Background: an optimization exercise with open tools, aiming at small area, a short achievable clock period and few clock cycles per item. Do not read the settings as production practice. Where RTL was checked, it was by simulation tests only, not by an equivalence proof against the original. No activity file was given, so power comes from the tool's default toggle rates.

## orange
// exec_unit
module exec_unit (
    input  logic        clk,
    input  logic        rst_n,
    input  logic        cyc,
    input  logic        stb,
    input  logic        we,
    input  logic [2:0]  adr,
    input  logic [31:0] dat_w,
    output logic [31:0] dat_r,
    output logic        ack
);
    function automatic logic [5:0] clz32(input logic [31:0] v);
        logic [15:0] v1; logic [15:0] c1;
        logic [7:0]  v2; logic [15:0] c2;
        logic [3:0]  v3; logic [11:0] c3;
        logic [1:0]  v4; logic [7:0]  c4;
        logic        v5; logic [4:0]  c5;
        for (int i = 0; i < 16; i++) begin
            v1[i] = v[2*i+1] | v[2*i];
            c1[i] = ~v[2*i+1];
        end
        for (int i = 0; i < 8; i++) begin
            v2[i] = v1[2*i+1] | v1[2*i];
            c2[2*i +: 2] = v1[2*i+1] ? {1'b0, c1[2*i+1]} : {1'b1, c1[2*i]};
        end
        for (int i = 0; i < 4; i++) begin
            v3[i] = v2[2*i+1] | v2[2*i];
            c3[3*i +: 3] = v2[2*i+1] ? {1'b0, c2[2*(2*i+1) +: 2]} : {1'b1, c2[2*(2*i) +: 2]};
        end
        for (int i = 0; i < 2; i++) begin
            v4[i] = v3[2*i+1] | v3[2*i];
            c4[4*i +: 4] = v3[2*i+1] ? {1'b0, c3[3*(2*i+1) +: 3]} : {1'b1, c3[3*(2*i) +: 3]};
        end
        v5 = v4[1] | v4[0];
        c5 = v4[1] ? {1'b0, c4[7:4]} : {1'b1, c4[3:0]};
        clz32 = v5 ? {1'b0, c5} : 6'd32;
    endfunction
    logic [31:0] reg_a, reg_b, reg_i;
    logic        busy;
    logic [31:0] x, y, z;
    logic [5:0]  amt;                 
  ...
For scale: ~2,200 cells after synthesis, roughly 240 flip-flops, about 73 I/O pins, ~20,000 um^2 of cells after synthesis.
make LEC_CHECK=0 CAP_MARGIN=20 CORE_MARGIN=2 CORE_UTILIZATION=40 SETUP_SLACK_MARGIN=3.0 SLEW_MARGIN=20 finish   # period 7.0 ns
run.sh (not shown) runs the stock make flow with config.mk's settings and CLKGATE_MAP_FILE= SYNTH_SCRIPT=/design/flow/synth_recipe.tcl, a recipe that flattens the netlist after the stock synthesis.
Testbench counts of orange, summed over its fixed seeds: cycles 20,703, ops 2,400.
--- input diff orange..green ---
--- a/flow/design.v
+++ b/flow/design.v
@@ -150,42 +150,19 @@
     logic        a_top;
     logic [31:0] a32;
     logic [32:0] a33, b33, r33;
     logic        op_md;
     assign op_md  = op_mul | op_div;
     assign a32    = sit ? {x[30:0], op_div & y[31]} : x;
     assign a_top  = sit ? (op_div ? x[31] : x[30]) : (~op_md & x[31]);
     assign a33    = {a_top, a32};
     assign b33    = {z[31], z};
-    logic [32:0] bx;
-    assign bx = b33 ^ {33{add_sub}};
-    logic [32:0] p0, g0;
-    assign p0 = a33 ^ bx;
-    assign g0 = a33 & bx;
-    always_comb begin
-        logic [33:0] g, p, gn, pn;
-        g = {g0, add_sub};
-        p = {p0, 1'b0};
-        for (int l = 0; l < 6; l++) begin
-            for (int i = 0; i < 34; i++) begin
-                if (i >= (1 << l)) begin
-                    gn[i] = g[i] | (p[i] & g[i - (1 << l)]);
-                    pn[i] = p[i] & p[i - (1 << l)];
-                end else begin
-                    gn[i] = g[i];
-                    pn[i] = p[i];
-                end
-            end
-            g = gn;
-            p = pn;
-        end
-        r33 = p0 ^ g[32:0];
-    end
+    assign r33    = a33 + (b33 ^ {33{add_sub}}) + {32'd0, add_sub};
     logic r_nz, r_ovf;
     assign r_nz  = |r33;
     assign r_ovf = r33[32] ^ r33[31];
     logic [31:0] rot, msk;
     always_comb begin
         logic [31:0] t;
         t = x;
         if (amt[0]) t = {t[0],    t[31:1]};
         if (amt[1]) t = {t[1:0],  t[31:2]};
@@ -225,19 +202,19 @@
         else                 x_early = s0_val;
     end
     assign x_n     = use_r ? r33[31:0] : x_early;
     assign x_we    = launch | (busy & ~(s0 & op_add));
     logic done;                       
     assign done = (s0 & ~op_add & ~(op_sub & r_ovf) & ~(op_md & ~exc_e & !amt_z))
                 | (sadd & ~r_ovf) | sfix | sexc
                 | (sit & op_mul & ~mul_ovf & last);
     logic neq_n;
-    assign neq_n = |(p0[31:0] ^ {p0[30:0] | g0[30:0], add_sub});
+    assign neq_n = |((x ^ z) ^ ((op_md & sa) ? {x[30:0] | z[30:0], 1'b0} : 32'd0));
     always_ff @(posedge clk) begin
         if (!rst_n) begin
             busy   <= 1'b0;
             s0     <= 1'b0;
             sadd   <= 1'b0;
             sit    <= 1'b0;
             sfix   <= 1'b0;
             sexc   <= 1'b0;
             x      <= 32'd0;
Final area up about 7% in green wrt orange. Sequential share of layout area ends up higher on orange. Delta (green minus orange): met3 demand-to-capacity share in global routing increased by 3.3 points relative to the old numbers; count of distinct cell types in the synthesized netlist lower. Diff orange -> green: layout multi-input combinational cell count moved up; sequential power level; clock-buffer cell count moved up; register-to-register slack moved up; global-route usage moved up. Compared with orange, standby leakage power in green increased by a little under 10%. orange vs green, critical path launch point: dat_w[4] vs adr[1].
Testbench counts of green, summed over its fixed seeds: cycles 20,703, ops 2,400.

* * *

lane 1:
Another version of the RTL of exec_unit (not shown whole).
Size: about 240 flip-flops, about 73 I/O pins.
export LEC_CHECK = 0
export CAP_MARGIN = 20
export CORE_MARGIN = 2
export CORE_UTILIZATION = 60
export SETUP_SLACK_MARGIN = 3.0
export SLEW_MARGIN = 20
create_clock -name core_clock -period 7.0 [get_ports {clk}]
Edits applied to the flow inputs when going from lane 1 to lane 3:
-- flow/design.v --
<<< lane 1, line 159
    logic [32:0] bx;
    assign bx = b33 ^ {33{add_sub}};
    always_comb begin
        logic [33:0] g, p, gn, pn;
        g = {a33 & bx, add_sub};
        p = {a33 ^ bx, 1'b0};
        for (int l = 0; l < 6; l++) begin
            for (int i = 0; i < 34; i++) begin
>>> lane 3, line 159
    logic [32:0] bx;
    assign bx = b33 ^ {33{add_sub}};
    logic [32:0] p0, g0;
    assign p0 = a33 ^ bx;
    assign g0 = a33 & bx;
    always_comb begin
        logic [33:0] g, p, gn, pn;
        g = {g0, add_sub};
        p = {p0, 1'b0};
        for (int l = 0; l < 6; l++) begin
            for (int i = 0; i < 34; i++) begin
<<< lane 1, line 176
            p = pn;
        end
        r33 = (a33 ^ bx) ^ g[32:0];
    end
    logic r_nz, r_ovf;
>>> lane 3, line 179
            p = pn;
        end
        r33 = p0 ^ g[32:0];
    end
    logic r_nz, r_ovf;
<<< lane 1, line 229
                | (sit & op_mul & ~mul_ovf & last);
    logic neq_n;
    assign neq_n = |((x ^ z) ^ ((op_md & sa) ? {x[30:0] | z[30:0], 1'b0} : 32'd0));
    always_ff @(posedge clk) begin
        if (!rst_n) begin
>>> lane 3, line 232
                | (sit & op_mul & ~mul_ovf & last);
    logic neq_n;
    assign neq_n = |(p0[31:0] ^ {p0[30:0] | g0[30:0], add_sub});
    always_ff @(posedge clk) begin
        if (!rst_n) begin
## What came out
The higher clock-buffer cell count came out of lane 1. Between lane 3 and lane 1, global routing usage on met2 is lower for lane 3, lane 1 comes in above that. Critical path capture point = dat_r[17]: lane 1; critical path capture point = dat_r[12]: lane 3. met3 capacity usage during global routing in lane 3 is 1.3 points above lane 1. Area of the mapped netlist, lane 3 and lane 1: larger value in lane 1. Compared with lane 1, lane 3 shows a lower detailed-routed wire length on met2. Compared lane 3 vs lane 1, and layout multi-input combinational cell count is down in lane 3. Delta (lane 3 minus lane 1): met1 track demand over resource in global routing climbed 1.4 points, number of instances in the placed design went down by 115, transition at the pin with the smallest max-transition slack moved up, relative max-transition margin -16 points. | initial detailed-routing violation count | lane 3 vs lane 1 | about 2.7% lower |. Total routed wirelength down about 4.5% in lane 3 wrt lane 1. Of the two candidates, lane 1 has the better largest vdd supply drop and lane 3 the worse one.
Testbench counts of lane 3, summed over its fixed seeds: cycles 20,703, ops 2,400.
Function not checked in lane 1: the RTL went through the layout flow alone.

* * *

The RTL this note starts from:
==> flow/design.v <==
package exec_pkg;
    localparam int unsigned WORD_W = 32;               
    typedef logic [WORD_W-1:0] word_t;
    typedef logic [4:0]        opcode_t;               
    typedef logic [4:0]        alu_op_t;               
    typedef logic [4:0]        shamt_t;                
    typedef logic [2:0]        exc_id_t;               
    typedef logic [2:0]        reg_addr_t;             
    localparam int unsigned OPC_MSB   = 31;
    localparam int unsigned OPC_LSB   = 27;
    localparam int unsigned ALU_MSB   = 6;
    localparam int unsigned ALU_LSB   = 2;
    localparam int unsigned SHAMT_MSB = 11;
    localparam int unsigned SHAMT_LSB = 7;
    localparam int unsigned IMM_MSB   = 16;            
    localparam opcode_t OPC_RTYPE = 5'd0;
    localparam opcode_t OPC_ADDI  = 5'd5;              
    localparam alu_op_t ALU_ADD = 5'd0;
    localparam alu_op_t ALU_SUB = 5'd1;
    localparam alu_op_t ALU_AND = 5'd2;
    localparam alu_op_t ALU_OR  = 5'd3;
    localparam alu_op_t ALU_SLL = 5'd4;
    localparam alu_op_t ALU_SRA = 5'd5;
    localparam alu_op_t ALU_MUL = 5'd6;
    localparam alu_op_t ALU_DIV = 5'd7;
    localparam exc_id_t EXC_ADD  = 3'd1;
    localparam exc_id_t EXC_ADDI = 3'd2;
    localparam exc_id_t EXC_SUB  = 3'd3;
    localparam exc_id_t EXC_MUL  = 3'd4;
    localparam exc_id_t EXC_DIV  = 3'd5;
    localparam reg_addr_t ADR_OP_A   = 3'd0;
    localparam reg_addr_t ADR_OP_B   = 3'd1;
    localparam reg_addr_t ADR_INSTR  = 3'd2;           
    localparam reg_addr_t ADR_RESULT = 3'd3;
    localparam reg_addr_t ADR_STATUS = 3'd4;
    localparam int unsigned ST_EXC        = 0;
    localparam int unsigned ST_NEQ        = 1;
    localparam int unsigned ST_LT         = 2;
    localparam int unsigned ST_EXC_ID_LSB = 3;         
    localparam int unsigned MULDIV_STEPS = 32;         
endpackage
`timescale 1ns/1ps
module exec_unit (
    input  logic        clk,
    input  logic        rst_n,
    input  logic        cyc,
    input  logic        stb,
    input  logic        we,
    input  logic [2:0]  adr,
    input  logic [31:0] dat_w,
    output logic [31:0] dat_r,
    output logic        ack
);
    function automatic logic [5:0] clz32(input logic [31:0] v);
        logic [15:0] v1; logic [15:0] c1;
        logic [7:0]  v2; logic [15:0] c2;
        logic [3:0]  v3; logic [11:0] c3;
        logic [1:0]  v4; logic [7:0]  c4;
        logic        v5; logic [4:0]  c5;
        for (int i = 0; i < 16; i++) begin
            v1[i] = v[2*i+1] | v[2*i];
            c1[i] = ~v[2*i+1];
        end
        for (int i = 0; i < 8; i++) begin
            v2[i] = v1[2*i+1] | v1[2*i];
            c2[2*i +: 2] = v1[2*i+1] ? {1'b0, c1[2*i+1]} : {1'b1, c1[2*i]};
        end
        for (int i = 0; i < 4; i++) begin
            v3[i] = v2[2*i+1] | v2[2*i];
            c3[3*i +: 3] = v2[2*i+1] ? {1'b0, c2[2*(2*i+1) +: 2]} : {1'b1, c2[2*(2*i) +: 2]};
        end
        for (int i = 0; i < 2; i++) begin
            v4[i] = v3[2*i+1] | v3[2*i];
            c4[4*i +: 4] = v3[2*i+1] ? {1'b0, c3[3*(2*i+1) +: 3]} : {1'b1, c3[3*(2*i) +: 3]};
        end
        v5 = v4[1] | v4[0];
        c5 = v4[1] ? {1'b0, c4[7:4]} : {1'b1, c4[3:0]};
        clz32 = v5 ? {1'b0, c5} : 6'd32;
    endfunction
    logic [31:0] reg_a, reg_b, reg_i;
    logic        busy;
    logic [31:0] x, y, z;
    logic [5:0]  amt;                 
    logic        op_add, op_addi, op_sub, op_and, op_or, op_sll, op_sra, op_mul, op_div;
    logic        sa, rneg, imm_ovf, dz;
    logic [2:0]  st_id;               
    logic        st_neq, st_lt;
    logic sel, hold, launch, wr;
    assign sel    = cyc & stb;
    assign hold   = busy & ((we & (adr == 3'd2)) | (~we & ((adr == 3'd3) | (adr == 3'd4))));
    assign ack    = sel & ~hold;
    assign wr     = sel & we & ~hold;
    assign launch = wr & (adr == 3'd2);
    always_comb begin
        case (adr)
            3'd0:    dat_r = reg_a;
            3'd1:    dat_r = reg_b;
            3'd2:    dat_r = reg_i;
            3'd3:    dat_r = x;
            3'd4:    dat_r = {26'd0, st_id, st_lt, st_neq, |st_id};
            default: dat_r = 32'd0;
        endcase
    end
    logic [5:0] clza, clzb, clz_w;
    assign clz_w = clz32(dat_w ^ {32{dat_w[31]}});
    always_ff @(posedge clk) begin
        if (wr && adr == 3'd0) begin
            reg_a <= dat_w;
            clza  <= clz_w;
        end
        if (wr && adr == 3'd1) begin
            reg_b <= dat_w;
            clzb  <= clz_w;
        end
        if (wr && adr == 3'd2) reg_i <= dat_w;
    end
    logic [4:0]  d_opc, d_code, d_sh;
    logic        d_addi, d_mul, d_div, d_md, d_sll, d_sra;
    logic [31:0] d_beff;
    assign d_opc  = dat_w[31:27];
    assign d_code = dat_w[6:2];
    assign d_sh   = dat_w[11:7];
    assign d_addi = (d_opc == 5'd5);
    assign d_mul  = ~d_addi & (d_code == 5'd6);
    assign d_div  = ~d_addi & (d_code == 5'd7);
    assign d_md   = d_mul | d_div;
    assign d_sll  = ~d_addi & (d_code == 5'd4);
    assign d_sra  = ~d_addi & (d_code == 5'd5);
    assign d_beff = d_addi ? {{15{dat_w[16]}}, dat_w[16:0]} : reg_b;
    logic [6:0] la_ub, dsteps, clzsum;
    logic [5:0] div_amt, mul_amt, amt_n;
    assign la_ub   = 7'd32 - {1'b0, clza} + {6'd0, reg_a[31]};
    assign dsteps  = {1'b0, clzb} - {1'b0, clza} + {6'd0, reg_a[31]} + 7'd1;
    assign clzsum  = {1'b0, clza} + {1'b0, clzb};
    assign mul_amt = la_ub[5:0];
    assign div_amt = dsteps[6] ? 6'd0 : ((dsteps[5:0] > 6'd32) ? 6'd32 : dsteps[5:0]);
    always_comb begin
        if (d_mul)      amt_n = mul_amt;
        else if (d_div) amt_n = div_amt;
        else if (d_sll) amt_n = 6'd32 - {1'b0, d_sh};
        else            amt_n = {1'b0, d_sh};
    end
    logic s0, sadd, sit, sfix, sexc;
    logic add_sub;                    
    logic [31:0] neg_in, neg_out;
    logic        neg_en;
    assign neg_in  = sfix ? y : reg_a;
    assign neg_en  = sfix ? rneg : (d_md & reg_a[31]);
    assign neg_out = neg_en ? (32'd0 - neg_in) : neg_in;
    logic        a_top;
    logic [31:0] a32;
    logic [32:0] a33, b33, r33;
    logic        op_md;
    assign op_md  = op_mul | op_div;
    assign a32    = sit ? {x[30:0], op_div & y[31]} : x;
    assign a_top  = sit ? (op_div ? x[31] : x[30]) : (~op_md & x[31]);
    assign a33    = {a_top, a32};
    assign b33    = {z[31], z};
    assign r33    = a33 + (b33 ^ {33{add_sub}}) + {32'd0, add_sub};
    logic r_nz, r_ovf;
    assign r_nz  = |r33;
    assign r_ovf = r33[32] ^ r33[31];
    logic [31:0] rot, msk;
    always_comb begin
        logic [31:0] t;
        t = x;
        if (amt[0]) t = {t[0],    t[31:1]};
        if (amt[1]) t = {t[1:0],  t[31:2]};
        if (amt[2]) t = {t[3:0],  t[31:4]};
        if (amt[3]) t = {t[7:0],  t[31:8]};
        if (amt[4]) t = {t[15:0], t[31:16]};
        rot = t;
    end
    assign msk = ~(32'hffff_ffff >> amt);    
    logic amt_z;
    assign amt_z = (amt == 6'd0);
    logic [31:0] s0_val;
    always_comb begin
        s0_val = 32'd0;
        if (op_and) s0_val = s0_val | (x & z);
        if (op_or)  s0_val = s0_val | (x | z);
        if (op_sll) s0_val = s0_val | (rot & msk);
        if (op_sra) s0_val = s0_val | (rot & ~msk) | ({32{x[31]}} & msk);
        if (op_mul || (op_div && !amt_z)) s0_val = s0_val | (rot & ~msk);
    end
    logic step_bit, mul_ovf, qbit, last;
    assign step_bit = y[31];
    assign mul_ovf  = (x[31] ^ x[30]) | (step_bit & r_ovf);
    assign qbit     = ~r33[32];
    assign last     = (amt == 6'd1);
    logic [2:0]  id_op;
    logic        use_r, exc_l, exc_e, x_we;
    logic [31:0] x_early, x_n;
    assign id_op   = op_sub ? 3'd3 : op_addi ? 3'd2 : op_add ? 3'd1 : op_mul ? 3'd4 : 3'd5;
    assign exc_e   = s0 & ((op_mul & imm_ovf) | (op_div & dz));
    assign exc_l   = ((s0 & op_sub) | sadd) & r_ovf | (sit & op_mul & mul_ovf);
    assign use_r   = (s0 & op_sub) | sadd | (sit & (op_div | step_bit));
    always_comb begin
        if (launch | sfix)   x_early = neg_out;
        else if (sexc | exc_e) x_early = {29'd0, id_op};
        else if (sit)        x_early = a32;
        else                 x_early = s0_val;
    end
    assign x_n     = use_r ? r33[31:0] : x_early;
    assign x_we    = launch | (busy & ~(s0 & op_add));
    logic done;                       
    assign done = (s0 & ~op_add & ~(op_sub & r_ovf) & ~(op_md & ~exc_e & !amt_z))
                | (sadd & ~r_ovf) | sfix | sexc
                | (sit & op_mul & ~mul_ovf & last);
    logic neq_n;
    assign neq_n = |((x ^ z) ^ ((op_md & sa) ? {x[30:0] | z[30:0], 1'b0} : 32'd0));
    always_ff @(posedge clk) begin
        if (!rst_n) begin
            busy   <= 1'b0;
            s0     <= 1'b0;
            sadd   <= 1'b0;
            sit    <= 1'b0;
            sfix   <= 1'b0;
            sexc   <= 1'b0;
            x      <= 32'd0;
            st_id  <= 3'd0;
            st_neq <= 1'b0;
            st_lt  <= 1'b0;
        end else begin
            if (x_we) x <= x_n;
            if (launch) begin
                busy  <= 1'b1;
                s0    <= 1'b1;
                st_id <= 3'd0;
            end else begin
                if (done) busy <= 1'b0;
                s0   <= 1'b0;
                sadd <= s0 & op_add;
                sit  <= (s0 & op_md & ~exc_e & !amt_z) | (sit & ~done & ~last & ~exc_l);
                sfix <= sit & op_div & last;
                sexc <= exc_l;
                if (exc_e | exc_l) st_id <= id_op;
            end
            if (s0) begin
                st_neq <= neq_n;
                st_lt  <= (op_md & sa) ? (~r33[32] & neq_n) : r33[32];
            end
        end
    end
    always_ff @(posedge clk) begin
        if (launch)
            add_sub <= ~(d_md & reg_a[31]);       
        else if (s0)
            add_sub <= op_add ? 1'b0 : (op_mul ? sa : ~z[31]);
        else if (sit && op_div)
            add_sub <= qbit ^ z[31];              
    end
    always_ff @(posedge clk) begin
        if (launch) begin
            z       <= d_beff;
            amt     <= amt_n;
            op_addi <= d_addi;
            op_add  <= d_addi | (d_code == 5'd0);
            op_sub  <= ~d_addi & (d_code == 5'd1);
            op_and  <= ~d_addi & (d_code == 5'd2);
            op_or   <= ~d_addi & (d_code == 5'd3);
            op_sll  <= d_sll;
            op_sra  <= d_sra;
            op_mul  <= d_mul;
            op_div  <= d_div;
            sa      <= reg_a[31];
            rneg    <= reg_a[31] ^ reg_b[31];
            imm_ovf <= (clzsum <= 7'd30);
            dz      <= (reg_b == 32'd0);
        end else if (sit) begin
            amt <= amt - 6'd1;
        end
    end
    always_ff @(posedge clk) begin
        if (s0 && op_md)
            y <= rot & msk;
        else if (sit)
            y <= {y[30:0], qbit};
    end
endmodule
make LEC_CHECK=0 CAP_MARGIN=20 CORE_MARGIN=2 CORE_UTILIZATION=40 SETUP_SLACK_MARGIN=2.5 SLEW_MARGIN=20 finish   # period 7.0 ns
Testbench counts at the start, summed over its fixed seeds: cycles 20,703, ops 2,400.
Change:
--- a/flow/design.v
+++ b/flow/design.v
@@ -102,15 +102,7 @@
         endcase
     end
-    logic [5:0] clza, clzb, clz_w;
-    assign clz_w = clz32(dat_w ^ {32{dat_w[31]}});
-    always_ff @(posedge clk) begin
-        if (wr && adr == 3'd0) begin
-            reg_a <= dat_w;
-            clza  <= clz_w;
-        end
-        if (wr && adr == 3'd1) begin
-            reg_b <= dat_w;
-            clzb  <= clz_w;
-        end
+    always_ff @(posedge clk) begin
+        if (wr && adr == 3'd0) reg_a <= dat_w;
+        if (wr && adr == 3'd1) reg_b <= dat_w;
         if (wr && adr == 3'd2) reg_i <= dat_w;
     end
@@ -128,6 +120,9 @@
     assign d_sra  = ~d_addi & (d_code == 5'd5);
     assign d_beff = d_addi ? {{15{dat_w[16]}}, dat_w[16:0]} : reg_b;
+    logic [5:0] clza, clzb;
     logic [6:0] la_ub, dsteps, clzsum;
     logic [5:0] div_amt, mul_amt, amt_n;
+    assign clza    = clz32(reg_a ^ {32{reg_a[31]}});
+    assign clzb    = clz32(reg_b ^ {32{reg_b[31]}});
     assign la_ub   = 7'd32 - {1'b0, clza} + {6'd0, reg_a[31]};
     assign dsteps  = {1'b0, clzb} - {1'b0, clza} + {6'd0, reg_a[31]} + 7'd1;
@@ -141,5 +136,5 @@
         else            amt_n = {1'b0, d_sh};
     end
-    logic s0, sadd, sit, sfix, sexc;
+    logic s0, sadd, sit, sfix;
     logic add_sub;                    
     logic [31:0] neg_in, neg_out;
@@ -154,5 +149,5 @@
     assign op_md  = op_mul | op_div;
     assign a32    = sit ? {x[30:0], op_div & y[31]} : x;
-    assign a_top  = sit ? (op_div ? x[31] : x[30]) : (~op_md & x[31]);
+    assign a_top  = sit ? (op_mul & x[30]) : (~op_md & x[31]);
     assign a33    = {a_top, a32};
     assign b33    = {z[31], z};
@@ -195,19 +190,12 @@
     assign exc_e   = s0 & ((op_mul & imm_ovf) | (op_div & dz));
     assign exc_l   = ((s0 & op_sub) | sadd) & r_ovf | (sit & op_mul & mul_ovf);
-    assign use_r   = (s0 & op_sub) | sadd | (sit & (op_div | step_bit));
-    always_comb begin
-        if (launch | sfix)   x_early = neg_out;
-        else if (sexc | exc_e) x_early = {29'd0, id_op};
-        else if (sit)        x_early = a32;
-        else                 x_early = s0_val;
-    end
-    assign x_n     = use_r ? r33[31:0] : x_early;
+    assign use_r   = (s0 & op_sub) | sadd | (sit & (op_mul ? step_bit : qbit));
+    assign x_early = (launch | sfix) ? neg_out : (sit ? a32 : s0_val);
+    assign x_n     = (exc_e | exc_l) ? {29'd0, id_op} : (use_r ? r33[31:0] : x_early);
     assign x_we    = launch | (busy & ~(s0 & op_add));
     logic done;                       
-    assign done = (s0 & ~op_add & ~(op_sub & r_ovf) & ~(op_md & ~exc_e & !amt_z))
-                | (sadd & ~r_ovf) | sfix | sexc
-                | (sit & op_mul & ~mul_ovf & last);
-    logic neq_n;
-    assign neq_n = |((x ^ z) ^ ((op_md & sa) ? {x[30:0] | z[30:0], 1'b0} : 32'd0));
+    assign done = (s0 & ~op_add & ~(op_md & ~exc_e & (op_mul ? !amt_z : !amt_z)))
+                | sadd | sfix
+                | (sit & op_mul & (mul_ovf | last));
     always_ff @(posedge clk) begin
         if (!rst_n) begin
@@ -217,5 +205,4 @@
             sit    <= 1'b0;
             sfix   <= 1'b0;
-            sexc   <= 1'b0;
             x      <= 32'd0;
             st_id  <= 3'd0;
@@ -232,12 +219,11 @@
                 s0   <= 1'b0;
                 sadd <= s0 & op_add;
-                sit  <= (s0 & op_md & ~exc_e & !amt_z) | (sit & ~done & ~last & ~exc_l);
+                sit  <= (s0 & op_md & ~exc_e & !amt_z) | (sit & ~done & ~last);
                 sfix <= sit & op_div & last;
-                sexc <= exc_l;
                 if (exc_e | exc_l) st_id <= id_op;
             end
             if (s0) begin
-                st_neq <= neq_n;
-                st_lt  <= (op_md & sa) ? (~r33[32] & neq_n) : r33[32];
+                st_neq <= r_nz;
+                st_lt  <= (op_md & sa) ? (~r33[32] & r_nz) : r33[32];
             end
         end
@@ -248,6 +234,4 @@
         else if (s0)
             add_sub <= op_add ? 1'b0 : (op_mul ? sa : ~z[31]);
-        else if (sit && op_div)
-            add_sub <= qbit ^ z[31];              
     end
     always_ff @(posedge clk) begin
Result: Total power is lower by 4.5%. Hold slack is worse by 0.0089 ns. Routed wire length is lower by 4.8%. Setup slack is better by 0.096 ns. Cell area is lower by 3.0%. Global-route usage is higher by 0.21 points. Die area is lower by 5.3%. Register-to-register slack is better by 0.17 ns. Final cell count is lower by 3.9%.
For the second run of this note, only the layout was checked, not whether the RTL still works.

-- re-timing with driven ports --
In the flow no input, the clock included, has a driving cell. The finished layouts below were timed again as built, in two steps.
Step 1 sets driving cells, clkbuf_16 on the clock port and buf_2 on the other inputs (assumed; they add their load-dependent delay and slew).
Step 2 times the ports against the registers' clock, not the clock port: input delays grow and output delays shrink by t, the midpoint of the rising clock arrivals with the driver on.
a / b / c = ideal / step 1 / step 2; a / b = the first two.
| run | t, ns | setup slack, ns | latest minus earliest clock arrival (ns) |
|---|---|---|---|
| orange | 0.615 | 2.967 / 2.974 / 2.371 | 0.023 / 0.023 |
| green | 0.644 | 2.950 / 2.889 / 2.505 | 0.035 / 0.036 |
| lane 1 | 0.619 | 3.001 / 2.936 / 2.427 | 0.023 / 0.023 |
| lane 3 | 0.619 | 3.021 / 2.958 / 2.439 | 0.017 / 0.017 |
| the first run of note 3 | 0.619 | 2.452 / 2.452 / 1.930 | 0.035 / 0.035 |
| the second run of note 3 | 0.621 | 2.548 / 2.525 / 2.064 | 0.021 / 0.021 |
After both steps every run listed still meets setup and hold. For orange, which loses most, drivers alone change the setup slack by +0.007 ns; drivers and shift together by -0.596 ns.
